This design comes from an exercise in tuning for small area, a short achievable clock period and few clock cycles per item on the open sky130 flow, not from production work. RTL that was checked went through simulation tests only; none was proved equivalent to the original. Power and IR drop assume default switching activity.

==> build 18: inputs <==
==> flow/design.v <==
`default_nettype none
package bls_pkg;
    localparam int CFG_IDX_W  = 3;
    localparam int CFG_DATA_W = 16;
    localparam int DIM_W      = 13;
    localparam int COLOR_W    = 16;
    typedef logic [CFG_IDX_W-1:0] t_cfg_idx;
    localparam t_cfg_idx CFG_IMAGE_WIDTH  = 3'd0;
    localparam t_cfg_idx CFG_IMAGE_HEIGHT = 3'd1;
    localparam t_cfg_idx CFG_DRAW_RED     = 3'd2;
    localparam t_cfg_idx CFG_DRAW_GREEN   = 3'd3;
    localparam t_cfg_idx CFG_DRAW_BLUE    = 3'd4;
    localparam logic [DIM_W-1:0]   RST_IMAGE_WIDTH  = 13'd4096;
    localparam logic [DIM_W-1:0]   RST_IMAGE_HEIGHT = 13'd4096;
    localparam logic [COLOR_W-1:0] RST_DRAW_RED     = 16'd250;
    localparam logic [COLOR_W-1:0] RST_DRAW_GREEN   = 16'd40;
    localparam logic [COLOR_W-1:0] RST_DRAW_BLUE    = 16'd40;
    localparam logic REQ_START = 1'b0;
    localparam logic REQ_STEP  = 1'b1;
endpackage
`default_nettype wire
`default_nettype none
module bls_skid #(
    parameter int WIDTH = 75
) (
    input  wire logic             i_clk,
    input  wire logic             i_rst_n,
    input  wire logic             i_valid,
    output logic                  o_ready,
    input  wire logic [WIDTH-1:0] i_data,
    output logic                  o_valid,
    input  wire logic             i_ready,
    output logic [WIDTH-1:0]      o_data
);
    logic             r_out_valid;
    logic [WIDTH-1:0] r_out_data;
    logic             r_skid_valid;
    logic [WIDTH-1:0] r_skid_data;
    logic             in_fire;
    logic             out_fire;
    assign o_ready  = !r_skid_valid;
    assign o_valid  = r_out_valid;
    assign o_data   = r_out_data;
    assign in_fire  = i_valid && !r_skid_valid;
    assign out_fire = r_out_valid && i_ready;
    always_ff @(posedge i_clk) begin
        if (!i_rst_n) begin
            r_out_valid  <= 1'b0;
            r_skid_valid <= 1'b0;
        end else begin
            if (!r_out_valid || out_fire) begin
                if (r_skid_valid) begin
                    r_out_valid  <= 1'b1;
                    r_skid_valid <= 1'b0;
                end else begin
                    r_out_valid <= in_fire;
                end
            end else if (in_fire) begin
                r_skid_valid <= 1'b1;
            end
        end
    end
    always_ff @(posedge i_clk) begin
        if (!r_out_valid || out_fire) begin
            if (r_skid_valid) begin
                r_out_data <= r_skid_data;
            end else if (in_fire) begin
                r_out_data <= i_data;
            end
        end else if (in_fire) begin
            r_skid_data <= i_data;
        end
    end
endmodule
`default_nettype wire
`default_nettype none
module bresenham_line_stepper_top #(
    parameter int COORD_BITS = 12
) (
    input  wire logic                               i_clk,
    input  wire logic                               i_rst_n,
    input  wire logic                               i_req_valid,
    output logic                                    o_req_ready,
    input  wire logic                               i_req_type,
    input  wire logic [COORD_BITS-1:0]              i_req_x_start,
    input  wire logic [COORD_BITS-1:0]              i_req_y_start,
    input  wire logic [COORD_BITS-1:0]              i_req_x_end,
    input  wire logic [COORD_BITS-1:0]              i_req_y_end,
    output logic                                    o_pix_valid,
    input  wire logic                               i_pix_ready,
    output logic                                    o_pix_pixel_valid,
    output logic [COORD_BITS-1:0]                   o_pix_pixel_x,
    output logic [COORD_BITS-1:0]                   o_pix_pixel_y,
    output logic                                    o_pix_in_image,
    output logic                                    o_pix_last_pixel,
    output logic [bls_pkg::COLOR_W-1:0]             o_pix_pixel_red,
    output logic [bls_pkg::COLOR_W-1:0]             o_pix_pixel_green,
    output logic [bls_pkg::COLOR_W-1:0]             o_pix_pixel_blue,
    input  wire logic                               i_cfg_we,
    input  wire logic [bls_pkg::CFG_IDX_W-1:0]      i_cfg_idx,
    input  wire logic [bls_pkg::CFG_DATA_W-1:0]     i_cfg_data
);
    localparam int C = COORD_BITS;
    function automatic logic [11:0] absdiff(input logic [12:0] v);
        logic [11:0] r;
        logic        any;
        any = 1'b0;
        for (int i = 0; i < 12; i++) begin
            r[i] = v[i] ^ (v[12] & any);
            any  = any | v[i];
        end
        absdiff = r;
    endfunction
    function automatic logic [11:0] incdec(input logic [11:0] a, input logic inc,
                                           input logic dec);
        logic [11:0] r;
        logic        ci, cd;
        ci = inc;
        cd = dec;
        for (int i = 0; i < 12; i++) begin
            r[i] = a[i] ^ (ci | cd);
            ci   = ci & a[i];
            cd   = cd & ~a[i];
        end
        incdec = r;
    endfunction
    logic [bls_pkg::DIM_W-1:0]   r_width;
    logic [bls_pkg::DIM_W-1:0]   r_height;
    logic [bls_pkg::COLOR_W-1:0] r_red;
    logic [bls_pkg::COLOR_W-1:0] r_green;
    logic [bls_pkg::COLOR_W-1:0] r_blue;
    logic [15:0] cfg_d0, cfg_d1;     
    logic [4:0]  cfg_en;
    assign cfg_d0 = i_rst_n ? i_cfg_data : 16'h0000;
    assign cfg_d1 = i_rst_n ? i_cfg_data : 16'hffff;
    always_comb begin
        for (int k = 0; k < 5; k++) begin
            cfg_en[k] = !i_rst_n || (i_cfg_we && (i_cfg_idx == 3'(k)));
        end
    end
    function automatic logic [15:0] cfg_pick(input logic [15:0] rst_val);
        logic [15:0] r;
        for (int i = 0; i < 16; i++) begin
            r[i] = rst_val[i] ? cfg_d1[i] : cfg_d0[i];
        end
        cfg_pick = r;
    endfunction
    logic [15:0] cfg_w, cfg_h;
    assign cfg_w = cfg_pick({3'b000, bls_pkg::RST_IMAGE_WIDTH});
    assign cfg_h = cfg_pick({3'b000, bls_pkg::RST_IMAGE_HEIGHT});
    always_ff @(posedge i_clk) begin
        if (cfg_en[0]) r_width  <= cfg_w[bls_pkg::DIM_W-1:0];
        if (cfg_en[1]) r_height <= cfg_h[bls_pkg::DIM_W-1:0];
        if (cfg_en[2]) r_red    <= cfg_pick(bls_pkg::RST_DRAW_RED);
        if (cfg_en[3]) r_green  <= cfg_pick(bls_pkg::RST_DRAW_GREEN);
        if (cfg_en[4]) r_blue   <= cfg_pick(bls_pkg::RST_DRAW_BLUE);
    end
    logic          r_q_valid;
    logic          r_q_type;
    logic [C-1:0]  r_q_x0, r_q_y0, r_q_x1, r_q_y1;
    logic          r_q_in0, r_q_in1;    
    logic                r_l_pend;
    logic                r_l_pv;
    logic                r_l_last;
    logic                r_l_in;
    logic [C-1:0]        r_l_x, r_l_y;
    logic                r_l_steep;
    logic                r_l_down;
    logic [C-1:0]        r_l_n;
    logic [C-1:0]        r_l_db;
    logic [C-1:0]        r_l_dm;
    logic [C:0]          r_l_f;
    logic                r_l_fresh;
    logic                r_o_valid;
    logic                r_o_pv, r_o_npv_g, r_o_pv_b, r_o_npv_b;
    logic                r_o_last;
    logic                r_o_in;
    logic [C-1:0]        r_o_x, r_o_y;
    logic                r_o_ready;
    logic push, o_free, o_load, is_start, active, q_en;
    assign push     = r_q_valid && !r_l_pend;
    assign q_en     = !r_q_valid || !r_l_pend;
    assign o_free   = !r_o_valid || i_pix_ready;
    assign o_load   = o_free && (r_l_pend || push);
    assign is_start = (r_q_type == bls_pkg::REQ_START);
    assign active   = r_l_pv && !r_l_last;
    always_ff @(posedge i_clk) begin
        if (q_en) begin
            r_q_type <= i_req_type;
            r_q_x0   <= i_req_x_start;
            r_q_y0   <= i_req_y_start;
            r_q_x1   <= i_req_x_end;
            r_q_y1   <= i_req_y_end;
            r_q_in0  <= ({1'b0, i_req_x_start} < r_width) && ({1'b0, i_req_y_start} < r_height);
            r_q_in1  <= ({1'b0, i_req_x_end} < r_width) && ({1'b0, i_req_y_end} < r_height);
        end
    end
    logic [C:0]   ex, ey;
    logic         sx, sy;
    logic [C-1:0] adx, ady;
    logic [C:0]   diff;
    logic         s_steep;
    logic [C-1:0] s_x, s_y, s_da, s_db;
    logic         s_last, s_in;
    always_comb begin
        ex      = {1'b0, r_q_x1} - {1'b0, r_q_x0};
        ey      = {1'b0, r_q_y1} - {1'b0, r_q_y0};
        sx      = ex[C];
        sy      = ey[C];
        adx     = absdiff(ex);
        ady     = absdiff(ey);
        diff    = {1'b0, ady} - {1'b0, adx};
        s_steep = !diff[C];
        s_x     = s_steep ? (sy ? r_q_x1 : r_q_x0) : (sx ? r_q_x1 : r_q_x0);
        s_y     = s_steep ? (sy ? r_q_y1 : r_q_y0) : (sx ? r_q_y1 : r_q_y0);
        s_in    = s_steep ? (sy ? r_q_in1 : r_q_in0) : (sx ? r_q_in1 : r_q_in0);
        s_da    = s_steep ? ady : adx;
        s_db    = s_steep ? adx : ady;
        s_last  = (r_q_x0 == r_q_x1) && (r_q_y0 == r_q_y1);
    end
    logic         cond;
    logic         x_inc, x_dec, y_inc, y_dec;
    logic [C-1:0] t_x, t_y;
    logic [C:0]   t_f, c_f;
    always_comb begin
        c_f   = r_l_fresh ? {1'b0, r_l_db} + ~{2'b00, r_l_n[C-1:1]} : r_l_f;
        cond  = !c_f[C];
        x_inc = !r_l_steep || (cond && !r_l_down);
        x_dec = r_l_steep && cond && r_l_down;
        y_inc = r_l_steep || (cond && !r_l_down);
        y_dec = !r_l_steep && cond && r_l_down;
        t_x   = incdec(r_l_x, x_inc, x_dec);
        t_y   = incdec(r_l_y, y_inc, y_dec);
        t_f   = c_f + (cond ? {1'b1, r_l_dm ^ {C{r_l_steep}}} : {1'b0, r_l_db})
                    + {{C{1'b0}}, cond && r_l_steep};
    end
    logic         n_pv;
    logic [C-1:0] n_x, n_y;
    logic         n_in;
    always_comb begin
        n_pv = is_start || active;
        n_x  = is_start ? s_x : active ? t_x : '0;
        n_y  = is_start ? s_y : active ? t_y : '0;
        n_in = is_start ? s_in
             : active && ({1'b0, t_x} < r_width) && ({1'b0, t_y} < r_height);
    end
    logic q_valid_nx, l_pend_nx, o_valid_nx, o_pv_nx;
    always_comb begin
        q_valid_nx = q_en ? i_req_valid : r_q_valid;
        l_pend_nx  = r_l_pend ? !o_free : (push && !o_free);
        o_valid_nx = o_free ? (r_l_pend || push) : 1'b1;
        if (!i_rst_n) begin
            q_valid_nx = 1'b0;
            l_pend_nx  = 1'b0;
            o_valid_nx = 1'b0;
        end
    end
    always_ff @(posedge i_clk) begin
        r_q_valid <= q_valid_nx;
        r_l_pend  <= l_pend_nx;
        r_o_valid <= o_valid_nx;
        r_o_ready <= !q_valid_nx || !l_pend_nx;
        if (!i_rst_n) begin
            r_l_pv <= 1'b0;
        end else if (push) begin
            r_l_pv <= n_pv;
        end
    end
    always_ff @(posedge i_clk) begin
        if (push) begin
            r_l_x    <= n_x;
            r_l_y    <= n_y;
            r_l_in   <= n_in;
            if (is_start) begin
                r_l_last  <= s_last;
                r_l_steep <= s_steep;
                r_l_down  <= sx ^ sy;
                r_l_n     <= s_da;
                r_l_db    <= s_db;
                r_l_dm    <= diff[C-1:0];
                r_l_fresh <= 1'b1;
            end else if (active) begin
                r_l_last  <= (r_l_n == 1);
                r_l_n     <= r_l_n - 1'b1;
                r_l_f     <= t_f;
                r_l_fresh <= 1'b0;
            end else begin
                r_l_last <= 1'b0;
            end
        end
    end
    assign o_pv_nx = r_l_pend ? r_l_pv : n_pv;
    always_ff @(posedge i_clk) begin
        if (o_load) begin
            r_o_pv    <= o_pv_nx;
            r_o_npv_g <= !o_pv_nx;
            r_o_x     <= r_l_pend ? r_l_x : n_x;
            r_o_y     <= r_l_pend ? r_l_y : n_y;
            r_o_in    <= r_l_pend ? r_l_in : n_in;
            r_o_last  <= r_l_pend ? r_l_last
                       : is_start ? s_last : active && (r_l_n == 1);
        end
    end
    always_ff @(posedge i_clk) begin
        if (!i_rst_n) begin
            r_o_pv_b  <= 1'b0;
            r_o_npv_b <= 1'b1;
        end else if (o_load) begin
            r_o_pv_b  <= o_pv_nx;
            r_o_npv_b <= !o_pv_nx;
        end
    end
    assign o_req_ready       = r_o_ready;
    assign o_pix_valid       = r_o_valid;
    assign o_pix_pixel_valid = r_o_pv;
    assign o_pix_pixel_x     = r_o_x;
    assign o_pix_pixel_y     = r_o_y;
    assign o_pix_in_image    = r_o_in;
    assign o_pix_last_pixel  = r_o_last;
    assign o_pix_pixel_red   = {r_o_pv ? r_red[15:8] : 8'h00, r_o_npv_g ? 8'h00 : r_red[7:0]};
    assign o_pix_pixel_green = {r_o_npv_g ? 8'h00 : r_green[15:8], r_o_pv_b ? r_green[7:0] : 8'h00};
    assign o_pix_pixel_blue  = {r_o_pv_b ? r_blue[15:8] : 8'h00, r_o_npv_b ? 8'h00 : r_blue[7:0]};
endmodule
`default_nettype wire
==> flow/flow/run.sh <==
#!/bin/bash
set -e
export BUFFER_PORTS_ARGS="-buffer_cell sky130_fd_sc_hd__buf_1"
export SETUP_SLACK_MARGIN=14.6
bash standard.sh > standard.log 2>&1
==> flow/standard.sh <==
#!/bin/bash
# synth_recipe.tcl (not shown) runs the flow's synth.tcl, then flattens the netlist and writes it again
# the make line also repeats each setting of config.mk as NAME=value (left out here)
make -C /OpenROAD-flow-scripts/flow DESIGN_CONFIG=/design/flow/config.mk WORK_HOME=/design/flow/orfs CLKGATE_MAP_FILE= SYNTH_SCRIPT=/design/flow/synth_recipe.tcl "${@:-finish}"
==> flow/config.mk <==
export PLATFORM = sky130hd
export DESIGN_NAME = bresenham_line_stepper_top
export DESIGN_NICKNAME = bresenham_line_stepper_top
export VERILOG_FILES = /design/flow/design.v
export SDC_FILE = /design/flow/constraint.sdc
export NUM_CORES = 4
export LEC_CHECK = 0
export CAP_MARGIN = 20
export CORE_MARGIN = 2
export CORE_UTILIZATION = 40
export CTS_BUF_LIST = sky130_fd_sc_hd__clkbuf_16
export CTS_CLUSTER_DIAMETER = 100
export CTS_CLUSTER_SIZE = 20
export SLEW_MARGIN = 20
==> flow/constraint.sdc <==
create_clock -name core_clock -period 20.0 [get_ports {i_clk}]
set_input_delay 4.0000 -clock core_clock [delete_from_list [all_inputs] [get_ports {i_clk}]]
set_output_delay 4.0000 -clock core_clock [all_outputs]
set_load 0.01 [all_outputs]
==> trial 14 (differences from build 18) <==
--- a/flow/design.v
+++ b/flow/design.v
@@ -173,6 +173,7 @@
     logic                r_l_fresh;
     logic                r_o_valid;
     logic                r_o_pv, r_o_npv_g, r_o_pv_b, r_o_npv_b;
+    logic                r_o_pvf, r_o_npvf, r_o_pvf_b, r_o_npvf_b;
     logic                r_o_last;
     logic                r_o_in;
     logic [C-1:0]        r_o_x, r_o_y;
@@ -199,7 +200,7 @@
     logic         sx, sy;
     logic [C-1:0] adx, ady;
     logic [C:0]   diff;
-    logic         s_steep;
+    logic         s_steep, s_swap;
     logic [C-1:0] s_x, s_y, s_da, s_db;
     logic         s_last, s_in;
     always_comb begin
@@ -211,9 +212,10 @@
         ady     = absdiff(ey);
         diff    = {1'b0, ady} - {1'b0, adx};
         s_steep = !diff[C];
-        s_x     = s_steep ? (sy ? r_q_x1 : r_q_x0) : (sx ? r_q_x1 : r_q_x0);
-        s_y     = s_steep ? (sy ? r_q_y1 : r_q_y0) : (sx ? r_q_y1 : r_q_y0);
-        s_in    = s_steep ? (sy ? r_q_in1 : r_q_in0) : (sx ? r_q_in1 : r_q_in0);
+        s_swap  = s_steep ? sy : sx;
+        s_x     = s_swap ? r_q_x1 : r_q_x0;
+        s_y     = s_swap ? r_q_y1 : r_q_y0;
+        s_in    = s_swap ? r_q_in1 : r_q_in0;
         s_da    = s_steep ? ady : adx;
         s_db    = s_steep ? adx : ady;
         s_last  = (r_q_x0 == r_q_x1) && (r_q_y0 == r_q_y1);
@@ -310,6 +312,21 @@
             r_o_npv_b <= !o_pv_nx;
         end
     end
+    always_ff @(posedge i_clk) begin
+        if (o_free) begin
+            r_o_pvf  <= o_pv_nx;
+            r_o_npvf <= !o_pv_nx;
+        end
+    end
+    always_ff @(posedge i_clk) begin
+        if (!i_rst_n) begin
+            r_o_pvf_b  <= 1'b0;
+            r_o_npvf_b <= 1'b1;
+        end else if (o_free) begin
+            r_o_pvf_b  <= o_pv_nx;
+            r_o_npvf_b <= !o_pv_nx;
+        end
+    end
     assign o_req_ready       = r_o_ready;
     assign o_pix_valid       = r_o_valid;
     assign o_pix_pixel_valid = r_o_pv;
@@ -317,8 +334,14 @@
     assign o_pix_pixel_y     = r_o_y;
     assign o_pix_in_image    = r_o_in;
     assign o_pix_last_pixel  = r_o_last;
-    assign o_pix_pixel_red   = {r_o_pv ? r_red[15:8] : 8'h00, r_o_npv_g ? 8'h00 : r_red[7:0]};
-    assign o_pix_pixel_green = {r_o_npv_g ? 8'h00 : r_green[15:8], r_o_pv_b ? r_green[7:0] : 8'h00};
-    assign o_pix_pixel_blue  = {r_o_pv_b ? r_blue[15:8] : 8'h00, r_o_npv_b ? 8'h00 : r_blue[7:0]};
+    assign o_pix_pixel_red   = {r_o_pv     ? r_red[15:10]   : 6'h00,
+                                r_o_npv_g  ? 5'h00 : r_red[9:5],
+                                r_o_pv_b   ? r_red[4:0]     : 5'h00};
+    assign o_pix_pixel_green = {r_o_npv_b  ? 6'h00 : r_green[15:10],
+                                r_o_pvf    ? r_green[9:5]   : 5'h00,
+                                r_o_npvf   ? 5'h00 : r_green[4:0]};
+    assign o_pix_pixel_blue  = {r_o_pvf_b  ? r_blue[15:10]  : 6'h00,
+                                r_o_npvf_b ? 5'h00 : r_blue[9:5],
+                                r_o_pvf    ? r_blue[4:0]    : 5'h00};
 endmodule
 `default_nettype wire
--- a/flow/config.mk
+++ b/flow/config.mk
@@ -7,7 +7,7 @@
 export LEC_CHECK = 0
 export CAP_MARGIN = 20
 export CORE_MARGIN = 2
-export CORE_UTILIZATION = 40
+export CORE_UTILIZATION = 55
 export CTS_BUF_LIST = sky130_fd_sc_hd__clkbuf_16
 export CTS_CLUSTER_DIAMETER = 100
 export CTS_CLUSTER_SIZE = 20
==> trial 47 (differences from build 18) <==
--- a/flow/design.v
+++ b/flow/design.v
@@ -173,6 +173,7 @@
     logic                r_l_fresh;
     logic                r_o_valid;
     logic                r_o_pv, r_o_npv_g, r_o_pv_b, r_o_npv_b;
+    logic                r_o_pvf, r_o_npvf, r_o_pvf_b, r_o_npvf_b;
     logic                r_o_last;
     logic                r_o_in;
     logic [C-1:0]        r_o_x, r_o_y;
@@ -199,7 +200,7 @@
     logic         sx, sy;
     logic [C-1:0] adx, ady;
     logic [C:0]   diff;
-    logic         s_steep;
+    logic         s_steep, s_swap;
     logic [C-1:0] s_x, s_y, s_da, s_db;
     logic         s_last, s_in;
     always_comb begin
@@ -211,9 +212,10 @@
         ady     = absdiff(ey);
         diff    = {1'b0, ady} - {1'b0, adx};
         s_steep = !diff[C];
-        s_x     = s_steep ? (sy ? r_q_x1 : r_q_x0) : (sx ? r_q_x1 : r_q_x0);
-        s_y     = s_steep ? (sy ? r_q_y1 : r_q_y0) : (sx ? r_q_y1 : r_q_y0);
-        s_in    = s_steep ? (sy ? r_q_in1 : r_q_in0) : (sx ? r_q_in1 : r_q_in0);
+        s_swap  = s_steep ? sy : sx;
+        s_x     = s_swap ? r_q_x1 : r_q_x0;
+        s_y     = s_swap ? r_q_y1 : r_q_y0;
+        s_in    = s_swap ? r_q_in1 : r_q_in0;
         s_da    = s_steep ? ady : adx;
         s_db    = s_steep ? adx : ady;
         s_last  = (r_q_x0 == r_q_x1) && (r_q_y0 == r_q_y1);
@@ -310,6 +312,21 @@
             r_o_npv_b <= !o_pv_nx;
         end
     end
+    always_ff @(posedge i_clk) begin
+        if (o_free) begin
+            r_o_pvf  <= o_pv_nx;
+            r_o_npvf <= !o_pv_nx;
+        end
+    end
+    always_ff @(posedge i_clk) begin
+        if (!i_rst_n) begin
+            r_o_pvf_b  <= 1'b0;
+            r_o_npvf_b <= 1'b1;
+        end else if (o_free) begin
+            r_o_pvf_b  <= o_pv_nx;
+            r_o_npvf_b <= !o_pv_nx;
+        end
+    end
     assign o_req_ready       = r_o_ready;
     assign o_pix_valid       = r_o_valid;
     assign o_pix_pixel_valid = r_o_pv;
@@ -317,8 +334,14 @@
     assign o_pix_pixel_y     = r_o_y;
     assign o_pix_in_image    = r_o_in;
     assign o_pix_last_pixel  = r_o_last;
-    assign o_pix_pixel_red   = {r_o_pv ? r_red[15:8] : 8'h00, r_o_npv_g ? 8'h00 : r_red[7:0]};
-    assign o_pix_pixel_green = {r_o_npv_g ? 8'h00 : r_green[15:8], r_o_pv_b ? r_green[7:0] : 8'h00};
-    assign o_pix_pixel_blue  = {r_o_pv_b ? r_blue[15:8] : 8'h00, r_o_npv_b ? 8'h00 : r_blue[7:0]};
+    assign o_pix_pixel_red   = {r_o_pv     ? r_red[15:10]   : 6'h00,
+                                r_o_npv_g  ? 5'h00 : r_red[9:5],
+                                r_o_pv_b   ? r_red[4:0]     : 5'h00};
+    assign o_pix_pixel_green = {r_o_npv_b  ? 6'h00 : r_green[15:10],
+                                r_o_pvf    ? r_green[9:5]   : 5'h00,
+                                r_o_npvf   ? 5'h00 : r_green[4:0]};
+    assign o_pix_pixel_blue  = {r_o_pvf_b  ? r_blue[15:10]  : 6'h00,
+                                r_o_npvf_b ? 5'h00 : r_blue[9:5],
+                                r_o_pvf    ? r_blue[4:0]    : 5'h00};
 endmodule
 `default_nettype wire
--- a/flow/config.mk
+++ b/flow/config.mk
@@ -9,6 +9,6 @@
 export CORE_MARGIN = 2
 export CORE_UTILIZATION = 40
 export CTS_BUF_LIST = sky130_fd_sc_hd__clkbuf_16
-export CTS_CLUSTER_DIAMETER = 100
-export CTS_CLUSTER_SIZE = 20
+export CTS_CLUSTER_DIAMETER = 120
+export CTS_CLUSTER_SIZE = 25
 export SLEW_MARGIN = 20
==> comparison table <==
item	trial 47	build 18	trial 14
Run status	no timing/DRC/antenna violations	no timing/DRC/antenna violations	no timing/DRC/antenna violations
Fin Hold WS	0.552 ns	0.554 ns	0.553 ns
Total power after layout	1.69 mW	1.80 mW	1.70 mW
Chip Width	198 um	198 um	170 um
CTS clk-pin slew, worst paths	0.11 ns	0.09 ns	0.09 ns
Smallest setup slack after layout	14.65 ns	14.46 ns	14.66 ns
Internal power	1.11 mW	1.15 mW	1.12 mW
Post-route minimum period	5.35 ns	5.54 ns	5.34 ns
Clock sink total	242	238	242
Met2 wire len	19600 um	20000 um	19400 um
Antenna cells	1	0	0
Tightest slew margin relative to the limit	43.0%	41.0%	36.7%
GR Util met1	28.0%	32.7%	37.1%
Power of the combinational group	0.709 mW	0.806 mW	0.711 mW
Number of logic stages on the critical path including buffering	3	26	20
Count of routing violations after the opening detailed-route iteration	732	915	779
Highest metal used	met4	met5	met5
Start point of the critical path	r_o_pvf	r_q_x1[0]	r_q_y1[2]
Number of clock-tree buffers in the layout	13	17	17
Slew at the pin closest to its max-slew limit	0.855 ns	0.879 ns	0.925 ns
Post-synthesis share of cell area spent on and, or, nand and nor gates	13.0%	13.6%	13.0%
Testbench counts of trial 14, summed over its fixed seeds: cycles 48,523, items 48,507.
Testbench counts of trial 47, summed over its fixed seeds: cycles 48,523, items 48,507.
No functional check of the RTL was part of build 18.

what the ideal ports hide:
Ports are ideal in the flow. The routed layouts listed here were re-timed in OpenROAD. Step 1, drivers: a clkbuf_16 drives i_clk and a buf_2 each remaining input, both assumed. Step 2 adds t to the input delays and takes it off the output delays; t is the mean of the earliest and latest rising clock arrival at the registers after step 1. Input paths then give back, and output paths get back, about the clock's delay inside the block. a / b / c = no drivers / after step 1 / after step 2; a / b = the first two.
run	t, ns	setup slack, ns	worst data-port slew with drivers (ns)
build 18	0.551	14.461 / 14.461 / 14.132	0.07
trial 14	0.542	14.658 / 14.618 / 14.165	0.05
trial 47	0.548	14.646 / 14.593 / 14.144	0.05
After both steps setup and hold are still met in every run listed. For trial 47, which loses most, drivers alone change the setup slack by -0.053 ns; drivers and shift together by -0.502 ns.
